Background: an optimization exercise with open tools, aiming at small area, a short achievable clock period and few clock cycles per item. Do not read the settings as production practice.
The RTL was checked by simulation tests, not by an equivalence proof against the original design.
Power is estimated from default activity; no workload was simulated.

## flow/design.v (module list and top-level ports; edited modules follow where they fit)
// module execute_mc: 2711 lines
module execute_mc #(
  parameter int N      = 64,
  parameter int MUL_EN = 1
) (
  input  logic         clk,
  input  logic         reset,
  input  logic         valid_E,
  input  logic         flush_E,
  input  logic         AluSrc,
  input  logic [3:0]   AluControl,
  input  logic         MulOp,
  input  logic [N-1:0] PC_E,
  input  logic [N-1:0] signImm_E,
  input  logic [N-1:0] readData1_E,
  input  logic [N-1:0] readData2_E,
  output logic         stall_E,
  output logic [N-1:0] PCBranch_M,
  output logic [N-1:0] aluResult_M,
  output logic [N-1:0] writeData_M,
  output logic         zero_M,
  output logic         valid_M
);
  // ...
==> flow/flow/run.sh <==
#!/bin/bash
set -euo pipefail
export BUFFER_PORTS_ARGS="-buffer_cell sky130_fd_sc_hd__buf_1"
R=orfs/results/sky130hd/execute_mc/base
bash standard.sh MATCH_CELL_FOOTPRINT=0 synth > synth.log 2>&1
cp $R/1_2_yosys.v $R/1_2_yosys.synth.v
python3 flow/polarity.py $R/1_2_yosys.synth.v $R/1_2_yosys.v > polarity.log 2>&1
rm -f $R/1_synth.odb
bash standard.sh MATCH_CELL_FOOTPRINT=0 finish > finish.log 2>&1
==> flow/flow/polarity.py <==
#!/usr/bin/env python3
"""Remove inverters around full-adder cells by choosing each full adder's polarity.

A full adder is self-dual: FA(~a, ~b, ~c) = (~cout, ~sum). Synthesis leaves many inverters
between fa cells; this flips full adders (inverting all their inputs and outputs) where that
lowers the number of inverters, then rebuilds the inverters each signal needs.
Registers and all other cells are left as they are. Usage: polarity.py in.v out.v
"""
import re
import sys

src = open(sys.argv[1]).read()
cell_re = re.compile(r'^(\s*)(sky130_fd_sc_hd__\w+)\s+(\S+)\s*\((.*?)\);\n', re.S | re.M)
pin_re = re.compile(r'\.(\w+)\(\s*([^()]*?)\s*\)')

cells = []          # [type, name, {pin: net}, span]
for m in cell_re.finditer(src):
    pins = dict(pin_re.findall(m.group(4)))
    cells.append([m.group(2), m.group(3), pins, m.span()])

OUTP = {'X', 'Y', 'Q', 'Q_N', 'COUT', 'SUM', 'HI', 'LO'}
def is_inv(t):
    return re.match(r'sky130_fd_sc_hd__(clk)?inv_\d+$', t) is not None
def is_fa(t):
    return re.match(r'sky130_fd_sc_hd__fa_\d+$', t) is not None

drv = {}            # net -> cell index
for k, (t, n, pins, _) in enumerate(cells):
    for p, net in pins.items():
        if p in OUTP:
            drv[net] = k

# nets used outside cell pins (assign statements, ports) are protected
body_wo_cells = cell_re.sub('', src)
protected = set()
for m in re.finditer(r'assign\s+(.*?);', body_wo_cells, re.S):
    for tok in re.findall(r'[\\]?[A-Za-z_][\w$\[\]\.]*(?:\s*\[\d+\])?', m.group(1)):
        protected.add(tok.strip())
port_names = set()
for m in re.finditer(r'^\s*(input|output)\s+(?:\[\d+:\d+\]\s*)?(\S+);', src, re.M):
    port_names.add(m.group(2))
def is_port_net(net):
    base = net.split('[')[0].strip()
    return base in port_names

def root(net):
    par = 0
    seen = 0
    while net in drv and is_inv(cells[drv[net]][0]):
        net = cells[drv[net]][2]['A']
        par ^= 1
        seen += 1
        if seen > 100:
            raise SystemExit('inverter loop')
    return net, par

inv_cells = [k for k, c in enumerate(cells) if is_inv(c[0])]
fa_cells = [k for k, c in enumerate(cells) if is_fa(c[0])]

# signals (roots) touching full adders
S = set()
for k in fa_cells:
    pins = cells[k][2]
    for p in ('A', 'B', 'CIN'):
        S.add(root(pins[p])[0])
    for p in ('COUT', 'SUM'):
        if p in pins:
            S.add(pins[p])

# inverter trees of these signals; frozen if any inverter output is protected or a port
tree = {v: [] for v in S}
for k in inv_cells:
    out = cells[k][2]['Y']
    v, par = root(out)
    if v in tree:
        tree[v].append(k)
frozen = set()
for v in S:
    if v in protected or is_port_net(v):
        pass
    for k in tree[v]:
        out = cells[k][2]['Y']
        if out in protected or is_port_net(out):
            frozen.add(v)

# consumers of each signal: (cell index, pin, parity)
cons = {v: [] for v in S}
for k, (t, n, pins, _) in enumerate(cells):
    if is_inv(t):
        continue
    for p, net in pins.items():
        if p in OUTP:
            continue
        v, par = root(net)
        if v in cons:
            cons[v].append((k, p, par))

xflip = {k: 0 for k in fa_cells}
fa_out = {}         # signal -> fa cell driving it
for k in fa_cells:
    for p in ('COUT', 'SUM'):
        if p in cells[k][2]:
            fa_out[cells[k][2][p]] = k
fixed = set()
for v in frozen:
    if v in fa_out:
        fixed.add(fa_out[v])
    for (k, p, par) in cons[v]:
        if k in xflip:
            fixed.add(k)

def phys(v):
    return xflip[fa_out[v]] if v in fa_out else 0
def need_inv(v):
    pv = phys(v)
    for (k, p, par) in cons[v]:
        q = par ^ (xflip[k] if k in xflip else 0)
        if q != pv:
            return 1
    return 0
def touched(k):
    pins = cells[k][2]
    sig = set(root(pins[p])[0] for p in ('A', 'B', 'CIN'))
    for p in ('COUT', 'SUM'):
        if p in pins:
            sig.add(pins[p])
    return sig

before = sum(need_inv(v) for v in S if v not in frozen)
orig_invs = sum(len(tree[v]) for v in S if v not in frozen)
improved = True
passes = 0
while improved and passes < 50:
    improved = False
    passes += 1
    for k in fa_cells:
        if k in fixed:
            continue
        sig = [v for v in touched(k) if v not in frozen]
        c0 = sum(need_inv(v) for v in sig)
        xflip[k] ^= 1
        c1 = sum(need_inv(v) for v in sig)
        if c1 < c0:
            improved = True
        else:
            xflip[k] ^= 1
after = sum(need_inv(v) for v in S if v not in frozen)
sys.stderr.write(f"polarity: {len(fa_cells)} full adders, {sum(xflip.values())} flipped; "
                 f"inverters on their signals {orig_invs} -> {after} (before flips {before})\n")

def esc(net):
    return net + ' ' if net.startswith('\\') else net

# rebuild
new_pins = {}       # cell index -> {pin: net}
remove = set()
add_cells = []
add_wires = []
nid = 0
for v in S:
    if v in frozen:
        continue
    for k in tree[v]:
        remove.add(k)
    pv = phys(v)
    vbar = None
    if need_inv(v):
        # reuse an existing first-level inverter's name if there is one
        for k in tree[v]:
            if cells[k][2]['A'] == v:
                vbar = cells[k][2]['Y']
                iname = cells[k][1]
                break
        if vbar is None:
            nid += 1
            vbar = f"_polinv_{nid}_"
            iname = f"_polinv_cell_{nid}_"
            add_wires.append(vbar)
        add_cells.append(f"  sky130_fd_sc_hd__inv_1 {iname} (\n    .A({esc(v)}),\n    .Y({esc(vbar)})\n  );\n")
    for (k, p, par) in cons[v]:
        q = par ^ (xflip[k] if k in xflip else 0)
        new_pins.setdefault(k, {})[p] = v if q == pv else vbar

out = []
last = 0
for k, (t, n, pins, span) in enumerate(cells):
    out.append(src[last:span[0]])
    last = span[1]
    if k in remove:
        continue
    if k in new_pins:
        pins = dict(pins)
        pins.update(new_pins[k])
        plist = ",\n".join(f"    .{p}({esc(net)})" for p, net in pins.items())
        out.append(f"  {t} {n} (\n{plist}\n  );\n")
    else:
        out.append(src[span[0]:span[1]])
    if k == len(cells) - 1:
        out.extend(add_cells)
out.append(src[last:])
res = "".join(out)
if add_wires:
    decl = "".join(f"  wire {w};\n" for w in add_wires)
    res = re.sub(r'(module execute_mc\(.*?\);\n)', lambda m: m.group(1) + decl, res, count=1, flags=re.S)
open(sys.argv[2], 'w').write(res)
==> flow/standard.sh <==
#!/bin/bash
# synth_recipe.tcl (not shown) runs the flow's synth.tcl, then flattens the netlist and writes it again
# the make line also repeats each setting of config.mk as NAME=value (left out here)
make -C /OpenROAD-flow-scripts/flow DESIGN_CONFIG=/design/flow/config.mk WORK_HOME=/design/flow/orfs CLKGATE_MAP_FILE= SYNTH_SCRIPT=/design/flow/synth_recipe.tcl "${@:-finish}"
==> flow/config.mk <==
export PLATFORM = sky130hd
export DESIGN_NAME = execute_mc
export DESIGN_NICKNAME = execute_mc
export VERILOG_FILES = /design/flow/design.v
export SDC_FILE = /design/flow/constraint.sdc
export NUM_CORES = 4
export LEC_CHECK = 0
export ABC_AREA = 1
export CAP_MARGIN = 20
export CORE_MARGIN = 2
export CORE_UTILIZATION = 55
export SETUP_SLACK_MARGIN = 3.7
export SLEW_MARGIN = 20
export TNS_END_PERCENT = 5
==> flow/constraint.sdc <==
create_clock -name core_clock -period 7.0 [get_ports {clk}]
set_input_delay 1.4000 -clock core_clock [delete_from_list [all_inputs] [get_ports {clk}]]
set_output_delay 1.4000 -clock core_clock [all_outputs]
set_load 0.01 [all_outputs]
==> results.toml, run 1 <==
[route]
drtIter0Drc = 6320
wl_met3_mm = 31.24
post_drt_via_cell_ratio = 6.507
routedWlPerCell_um = 28.41

[pwr]
finalPower_uw = 15090
comb_power_uw = 10400
power_frac_seq_pct = 16.2
clkPwrFrac_pct = 14.6
p_sw_uw = 7410

[global_routing]
antenna_found_initial = 17

[finish]
seq_cells = 282

[die]
nWellTaps = 940
num_rows = 97
ios = 461

[run_status]
status = "complete, no violations"

[setup_path]
cp.arrival_ns = 2.48
critPathMaxStageDelay_ns = 0.47
cpMaxStageDelayCell = "nor4_4"
cp_max_fo = 4

[logic_synthesis]
syn_area_um2 = 39270
syn_inst = 5095
synth.avg_cell_area_um2 = 7.708

[timing]
whs_ns = 0.5087
fin_skew_ns = 0.04596

[clock_tree]
worstSkewPairLatency_ns = 0.62
htreeDepth = 2
cts-root-buf = "clkbuf_16"

[worst_hold_path]
min_from = "fin_q"

[placement]
dpl_cell_area_um2 = 41270
Testbench counts, summed over its fixed seeds: cycles 38,096, instrs 24,000.
==> run 2: changes to the inputs <==
--- a/flow/config.mk
+++ b/flow/config.mk
@@ -8,7 +8,7 @@
 export ABC_AREA = 1
 export CAP_MARGIN = 20
 export CORE_MARGIN = 2
-export CORE_UTILIZATION = 55
+export CORE_UTILIZATION = 70
 export SETUP_SLACK_MARGIN = 3.7
 export SLEW_MARGIN = 20
 export TNS_END_PERCENT = 5
==> run 2 against run 1 <==
- the flow now stops in global routing (5_1_grt)
- area after synthesis did not move
- synthesized cell count unchanged
==> results.toml, run 2 <==
[run_status]
status = "did not finish"
stop_stage = "global routing (5_1_grt)"
error = "[ERROR GRT-0116] Global routing finished with congestion. Check the congestion regions in the DRC Viewer."

[global_routing]
grt_usage_pct = 82.62
grt_pass1_vias = 52183
grt_max_degree = 100
grt_pass1_wl_mm = 350.9
grt-ovfl-total = 266

[logic_synthesis]
syn_nets = 6012
synth.avg_cell_area_um2 = 7.708
ys.warnings.count = 1
syn_area_um2 = 39270
syn_inst = 5095

[die]
chipHeight_um = 240.9
ios = 461
die_w_um = 240.9
initial_core_util_pct = 71.00
num_rows = 86

[placement]
hpwl_mm = 129.2
port_buffers = 460
gp_congestion = 1.110

[clock_tree]
clockBufferDepth = 3
htreeDepth = 2
cts-root-buf = "clkbuf_16"
numCtsBuffers = 37
-- run 2: repair_timing --
item                       in CTS
setup buffers                  88
setup endpoints to repair     190
pin swaps                      87
gates resized for setup       368
hold buffers                    0
cloned                         14
-- run 2: routing by layer --
layer / overflow / global-route usage (%)
met2: 96 / 93.36
met5: 6 / 60.27
met3: 69 / 74.17
met4: 52 / 72.11
met1: 43 / 85.10
-- run 2: power groups by stage --
stage / sequential, µW / combinational (µW) / clock [µW]
3_3_place_gp: 2370 / 8770 / 0
2_1_floorplan: 2290 / 6270 / 0
3_5_place_dp: 2380 / 9190 / 0
4_1_cts: 2380 / 10000 / 2200
-- run 2: per-stage QoR --
| step | setup WS [ns] | instance area, µm² | cells |
|---|---|---|---|
| 4_1_cts | 3.300 | 44590 | 6187 |
| 2_1_floorplan | 3.354 | 39400 | 5095 |
| 3_3_place_gp | 2.192 | 41000 | 6018 |
| 3_5_place_dp | 2.113 | 41010 | 6019 |
-- run 2: worst max-delay path by stage --
stage	start	slack [ns]	depth (start not counted)	to
after floorplan	AluSrc	3.35	22	S_q[48]
after global placement	AluSrc	2.19	17	S_q[57]
after detailed placement	AluSrc	2.11	15	S_q[61]
after CTS	S_q[19]	3.30	4	zero_M
==> run 3: changes to the inputs <==
--- a/flow/config.mk
+++ b/flow/config.mk
@@ -8,7 +8,7 @@
 export ABC_AREA = 1
 export CAP_MARGIN = 20
 export CORE_MARGIN = 2
-export CORE_UTILIZATION = 70
+export CORE_UTILIZATION = 62
 export SETUP_SLACK_MARGIN = 3.7
 export SLEW_MARGIN = 20
 export TNS_END_PERCENT = 5
==> run 3 against run 2 <==
- the run now finishes clean
- area after synthesis unchanged
- synthesized cell count unchanged
==> results.toml, run 3 <==
[logic_synthesis]
synth.avg_cell_area_um2 = 7.708
ys.warnings.count = 1
syn_nets = 6012
syn_inst = 5095
syn_area_um2 = 39270

[route]
vias = 41750
remaining_drc_errors = 0
drtIter0Drc = 6357
post_drt_via_cell_ratio = 6.621
detail_route.first_pass.iterations = 12
routedWlPerCell_um = 27.24
totalWireLength_mm = 171.8
ant_nets = 0

[clock_tree]
clockBufferDepth = 3
worstSkewPairLatency_ns = 0.61
clock_sinks = 282
cts_tree = "done"
clk_pin_slew_ns = 0.06
numCtsBuffers = 38
hold_buffers = 0
cts-root-buf = "clkbuf_16"
htreeDepth = 2

[timing]
fin_skew_ns = 0.03774
drv_slew = 0
tightest_slew_ns = 1.048
fmax_mhz = 257.2
whs_ns = 0.4947
post-route-period-util_pct = 55.55
slew_headroom_pct = 29.50
hold_violations = 0
rsz0062_at_grt = "yes"
period_minus_slack_ns = 3.888
setup_viol = 0
setup_tns_ns = 0

[finish]
instances_no_fill = 6306
final_nets = 6330
layout-drive-gt1-share_pct = 10.18
final_common_cell = "nand2_1"
mostFrequentLayoutCells = "nand2_1, inv_1, xor2_1, o22ai_1, buf_1"
final_cell_area_um2 = 44550
area_delta_synth_final_pct = 13.45

[die]
core_area_um2 = 62850
die_area_um2 = 65370
initial_core_util_pct = 62.48
ios = 461
die_w_um = 255.7
num_rows = 92
chipHeight_um = 255.7

[placement]
port_buffers = 460
gp_congestion = 1.029
dpl.cell_count = 6120
dpl_cell_area_um2 = 41140
hpwl_mm = 125.6

[pwr]
p_leak_uw = 0.01980
power_frac_seq_pct = 16.6
p_sw_uw = 7149
clkPwrFrac_pct = 15.0
pwr_density_cell_nw_per_um2 = 325.7
combPwrFrac_pct = 68.3
p_int_uw = 7363
swShare_pct = 49.26
ir_drop_uv = 223.2

[flow_run]
drv_cap = 0

[global_routing]
grt-ovfl-total = 0
grt_pass1_wl_mm = 251.3
grt_pass1_vias = 39253
grt_max_degree = 100
antenna_found_initial = 19
grt_usage_pct = 50.87

[setup_path]
cp_max_fo = 14
cp.required_ns = 7.40
critical_path_class = "flop to flop"
critPathLaunchType = "flop"
cp.arrival_ns = 4.29
end_kind = "flop"

[worst_hold_path]
min_path_type = "flop to flop"

[run_status]
status = "complete, no violations"
-- run 3: final cells by class --
| cell class | count | area (µm²) |
|---|---|---|
| antenna | 17 | 42.54 |
| clock buffer | 50 | 1076 |
| clock inverter | 20 | 267.8 |
| fill | 5174 | 18300 |
| inverter | 570 | 2371 |
| multi-input combinational | 3911 | 30650 |
| sequential | 282 | 5723 |
| tap | 846 | 1059 |
| timing repair buffer | 608 | 3342 |
| timing repair inverter | 2 | 17.52 |
-- run 3: worst max-delay path, stage by stage, from the launching register on --
cell	delay [ns]
dfxtp_2	0.36
clkinvlp_4	0.11
buf_12	0.16
clkbuf_16	0.21
o22ai_2	0.16
xor2_1	0.12
fa_1	0.54
inv_1	0.05
fa_1	0.41
fa_1	0.53
fa_1	0.44
a22oi_2	0.28
o211ai_1	0.29
-- run 3: layer usage --
layer	global-route usage (%)	vias up	share of wire (%)
met2	71.10	3557	40
met3	24.08	637	18
met1	67.30	19666	37
met5	2.047	-	0.17
met4	20.42	16	5.6
li1	-	17874	-
-- run 3: timing repair --
action                                  in CTS  in global routing
pin swaps                                   31                 31
resized for setup                          247                101
endpoints found under the setup margin     149                168
cloned                                       6                  5
buffers inserted                            53                 35
-- run 3: per-stage QoR --
stage	worst slack [ns]	power [µW]	util, %
5_1_grt	3.074	15610	70.86
4_1_cts	3.284	13990	69.70
3_3_place_gp	2.179	11220	65.45
6_report	3.112	14510	70.89
2_1_floorplan	3.354	8564	-
3_5_place_dp	2.053	11290	65.45
-- run 3: path summary, 6_finish.rpt --
| check | to | cells after the start | from | slack, ns |
|---|---|---|---|---|
| hold / removal | cpa_q | 2 | fin_q | 0.49 |
| setup / recovery | S_q[14] | 12 | done_q[3] | 3.11 |
| setup reg to reg | S_q[14] | 12 | done_q[3] | 3.11 |
| hold reg to reg | cpa_q | 2 | fin_q | 0.49 |
-- run 3: power groups by stage --
stage	clock, µW	sequential (µW)	combinational (µW)
after CTS	2160	2370	9450
final	2180	2410	9910
after detailed placement	0	2390	8890
after global placement	0	2390	8830
after global routing	2230	2430	11000
after floorplan	0	2290	6270
==> run 4: changes to the inputs <==
--- a/flow/config.mk
+++ b/flow/config.mk
@@ -8,7 +8,7 @@
 export ABC_AREA = 1
 export CAP_MARGIN = 20
 export CORE_MARGIN = 2
-export CORE_UTILIZATION = 62
+export CORE_UTILIZATION = 66
 export SETUP_SLACK_MARGIN = 3.7
 export SLEW_MARGIN = 20
 export TNS_END_PERCENT = 5
==> run 4 against run 3 <==
- the run now fails in global routing (5_1_grt)
- synthesized cell count unchanged
- area after synthesis unchanged
==> results.toml, run 4 <==
[logic_synthesis]
syn_inst = 5095
syn_nets = 6012
syn_area_um2 = 39270
ys.warnings.count = 1
synth.avg_cell_area_um2 = 7.708

[global_routing]
grt_max_degree = 100
grt-ovfl-total = 128
grt_usage_pct = 73.04
antenna_found_initial = 37

[run_status]
error = "[ERROR GRT-0232] Routing congestion too high. Check the congestion heatmap in the GUI."
stop_stage = "global routing (5_1_grt)"
status = "did not finish"

[die]
die_w_um = 247.9
initial_core_util_pct = 66.67
chipHeight_um = 247.9
num_rows = 89
ios = 461

[clock_tree]
hold_buffers = 0
cts-root-buf = "clkbuf_16"
clockBufferDepth = 3
htreeDepth = 2
numCtsBuffers = 37

[timing]
repair-timing-grt-worst-ep = "S_q[22]$_DFF_P_/D"
worst_endpoint_kind = "sequential cell input"

[placement]
port_buffers = 460
hpwl_mm = 124.9
gp_congestion = 1.059
## run 4: worst max-delay path by stage
stage | startpoint | slack [ns] | endpoint | cells after the start
CTS | S_q[19] | 3.27 | zero_M | 4
detailed placement | AluSrc | 2.11 | S_q[48] | 15
global placement | AluSrc | 2.14 | S_q[48] | 15
floorplan | AluSrc | 3.35 | S_q[48] | 22
## run 4: power by group through the flow
stage / clock network [µW] / logic (µW) / registers, µW
after floorplan: 0 / 6270 / 2290
after global placement: 0 / 8790 / 2370
after detailed placement: 0 / 8940 / 2380
after CTS: 2190 / 9550 / 2360
## run 4: metal layers
metal	global-route usage, %	overflow
met1	79.27	4
met5	44.99	2
met4	55.27	54
met3	59.43	23
met2	87.18	45
## run 4: timing repair
| action | in CTS |
|---|---|
| cloned | 12 |
| resized for setup | 286 |
| setup buffers | 49 |
| pin swaps | 62 |
| endpoints found under the setup margin | 180 |
## run 4: stage by stage
step                      hold slack [ns]  setup WS [ns]  utilization [%]  cell area (µm²)  instances
after floorplan                    0.4692          3.354                -            39400       5095
after global placement             0.4797          2.144            69.62            41010       6040
after detailed placement           0.4878          2.111            69.69            41050       6042
after CTS                          0.4961          3.270            74.66            43980       6171
==> run 5: changes to the inputs <==
--- a/flow/config.mk
+++ b/flow/config.mk
@@ -8,7 +8,7 @@
 export ABC_AREA = 1
 export CAP_MARGIN = 20
 export CORE_MARGIN = 2
-export CORE_UTILIZATION = 66
-export SETUP_SLACK_MARGIN = 3.7
+export CORE_UTILIZATION = 55
+export SETUP_SLACK_MARGIN = 3.8
 export SLEW_MARGIN = 20
-export TNS_END_PERCENT = 5
+export TNS_END_PERCENT = 30
==> run 5 against run 4 <==
- now clean on timing, DRC and antenna
- synthesized cell count stayed put
- area after synthesis did not move
==> results.toml, run 5 <==
[die]
die_area_um2 = 73550
chipHeight_um = 271.2
core_area_um2 = 70390
initial_core_util_pct = 55.79
num_rows = 97
ios = 461
die_w_um = 271.2

[setup_path]
cp_max_fo = 5
crit_chain = "clkinvlp_4 > buf_6 > buf_12 > clkbuf_16 > o22ai_4 > xor2_2 > fa_1 > inv_1 > fa_2 > fa_1 > fa_2 > nand2_2 > o21ai_4 > o21bai_1 > inv_1 > o21ai_2"
crit_family = "adder cells"
cpMaxStageDelayCell = "fa_1"
end_kind = "flop"
cp.required_ns = 7.47
path_depth = 16
r2r.worst_path.cells = 16
critical_path_class = "flop to flop"
cp.arrival_ns = 4.37
crit_buf_inv = 6
critPathLaunchType = "flop"
critPathMaxStageDelay_ns = 0.54

[logic_synthesis]
syn_inst = 5095
syn_area_um2 = 39270
synth.avg_cell_area_um2 = 7.708
syn_nets = 6012
ys.warnings.count = 1

[run_status]
status = "complete, no violations"

[route]
totalWireLength_mm = 191.7
ant_nets = 0
detail_route.first_pass.iterations = 8
drtIter0Drc = 6688
remaining_drc_errors = 0
routedWlPerCell_um = 29.23
vias = 42972
post_drt_via_cell_ratio = 6.554

[flow_run]
drv_cap = 0

[timing]
setup_slack_ns = 3.099
whs_ns = 0.5188
slew_headroom_pct = 13.79
fmax_mhz = 256.3
hold_violations = 0
setup_tns_ns = 0
rsz0062_at_grt = "yes"
setup_viol = 0
period_minus_slack_ns = 3.901
post-route-period-util_pct = 55.73
fin_skew_ns = 0.03117
drv_slew = 0
tightest_slew_ns = 1.292

[pwr]
p_int_uw = 8135
power_frac_seq_pct = 15.4
ir_drop_uv = 308.2
p_sw_uw = 7791
combPwrFrac_pct = 70.4
swShare_pct = 48.92
pwr_density_cell_nw_per_um2 = 328.3
clkPwrFrac_pct = 14.2
p_leak_uw = 0.02095
finalPower_uw = 15930

[finish]
final_cell_area_um2 = 48520
layout-drive-gt1-share_pct = 20.35
final_common_cell = "nand2_1"
area_delta_synth_final_pct = 23.55
final_nets = 6488
mostFrequentLayoutCells = "nand2_1, xor2_1, inv_1, buf_1, o22ai_1"

[placement]
dpl_cell_area_um2 = 41390
gp_congestion = 1.034
dp_slack_ns = 2.000
port_buffers = 460
hpwl_mm = 129.7

[clock_tree]
clock_sinks = 282
worstSkewPairLatency_ns = 0.60
cts-root-buf = "clkbuf_16"
cts_tree = "done"
clockBufferDepth = 3
clk_pin_slew_ns = 0.07
numCtsBuffers = 38
htreeDepth = 2

[global_routing]
grt_pass1_vias = 40416
grt-ovfl-total = 0
grt_pass1_wl_mm = 271.5
grt_max_degree = 100
grt_usage_pct = 49.93
antenna_found_initial = 23

[worst_hold_path]
hold-path-cell-count = 2
min_path_type = "flop to flop"
==> run 5: worst min-delay path, stage by stage (launching register included) <==
cell and delay [ns]:
dfxtp_1 0.32, nand2_1 0.10, nor2_1 0.05
==> run 5: repair_timing <==
action	CTS	global route
buffers inserted	173	37
pin swaps	192	96
hold buffers	0	0
endpoints found under the setup margin	202	186
gates resized for setup	750	167
endpoints found under the hold margin	0	0
gates cloned	41	5
==> run 5: final cells by class <==
class,count,area [µm²]
antenna,16,40.04
tap,940,1176
fill,5760,21870
clock inverter,20,292.8
multi-input combinational,3912,32490
inverter,570,2519
timing repair inverter,15,126.4
clock buffer,50,1097
sequential,282,5747
timing repair buffer,752,5034
==> run 5: per-layer routing <==
layer	global-route usage, %	wire length, µm	vias to the layer above
li1	-	-	18171
met1	65.28	69740	20238
met2	70.17	76040	3703
met3	22.34	32840	842
met4	23.61	12860	18
met5	0	204	-
==> run 5: power groups by stage <==
| stage | clock network [µW] | registers [µW] | logic (µW) |
|---|---|---|---|
| finish | 2260 | 2450 | 11200 |
| detailed placement | 0 | 2400 | 8940 |
| global route | 2310 | 2450 | 12200 |
| floorplan | 0 | 2290 | 6290 |
| CTS | 2250 | 2390 | 10300 |
| global placement | 0 | 2400 | 8950 |
==> run 5: stage by stage <==
| stage | cells | utilization [%] |
|---|---|---|
| floorplan | 5095 | - |
| global placement | 6215 | 58.80 |
| CTS | 6499 | 67.30 |
| detailed placement | 6215 | 58.80 |
| global route | 6552 | 68.91 |
| finish | 6557 | 68.93 |
==> run 5: path summary, 6_finish.rpt <==
check,startpoint,to,slack [ns]
setup / recovery,done_q[2],S_q[17],3.10
hold / removal,fin_q,cpa_q,0.52
setup reg to reg,done_q[2],S_q[17],3.10
hold reg to reg,fin_q,cpa_q,0.52

## port drivers added, routing unchanged
The results above use ideal ports. As a check the final layouts listed here were re-extracted and re-timed, cells and wires unchanged.
Step 1: set_driving_cell puts a clkbuf_16 on clk and a buf_2 on each other input, an assumption about the parent block.
Step 2 times the ports against the registers' clock, not the clock port: input delays grow and output delays shrink by t, the midpoint of the rising clock arrivals with the driver on.
Slacks: ideal ports / drivers / drivers and shift; pairs: ideal ports / drivers.
run | shift t [ns] | setup WS [ns] | slew at the worst register clock pin (ns) | pins driven straight from the clock port
run 1 | 0.667 | 3.116 / 3.043 / 2.682 | 0.07 / 0.07 | 1
run 3 | 0.663 | 3.112 / 3.109 / 2.527 | 0.07 / 0.07 | 1
run 5 | 0.660 | 3.099 / 3.099 / 2.561 | 0.07 / 0.07 | 1
After both steps setup and hold are still met in every run listed. For run 3, which loses most, drivers alone change the setup slack by -0.003 ns; drivers and shift together by -0.585 ns.
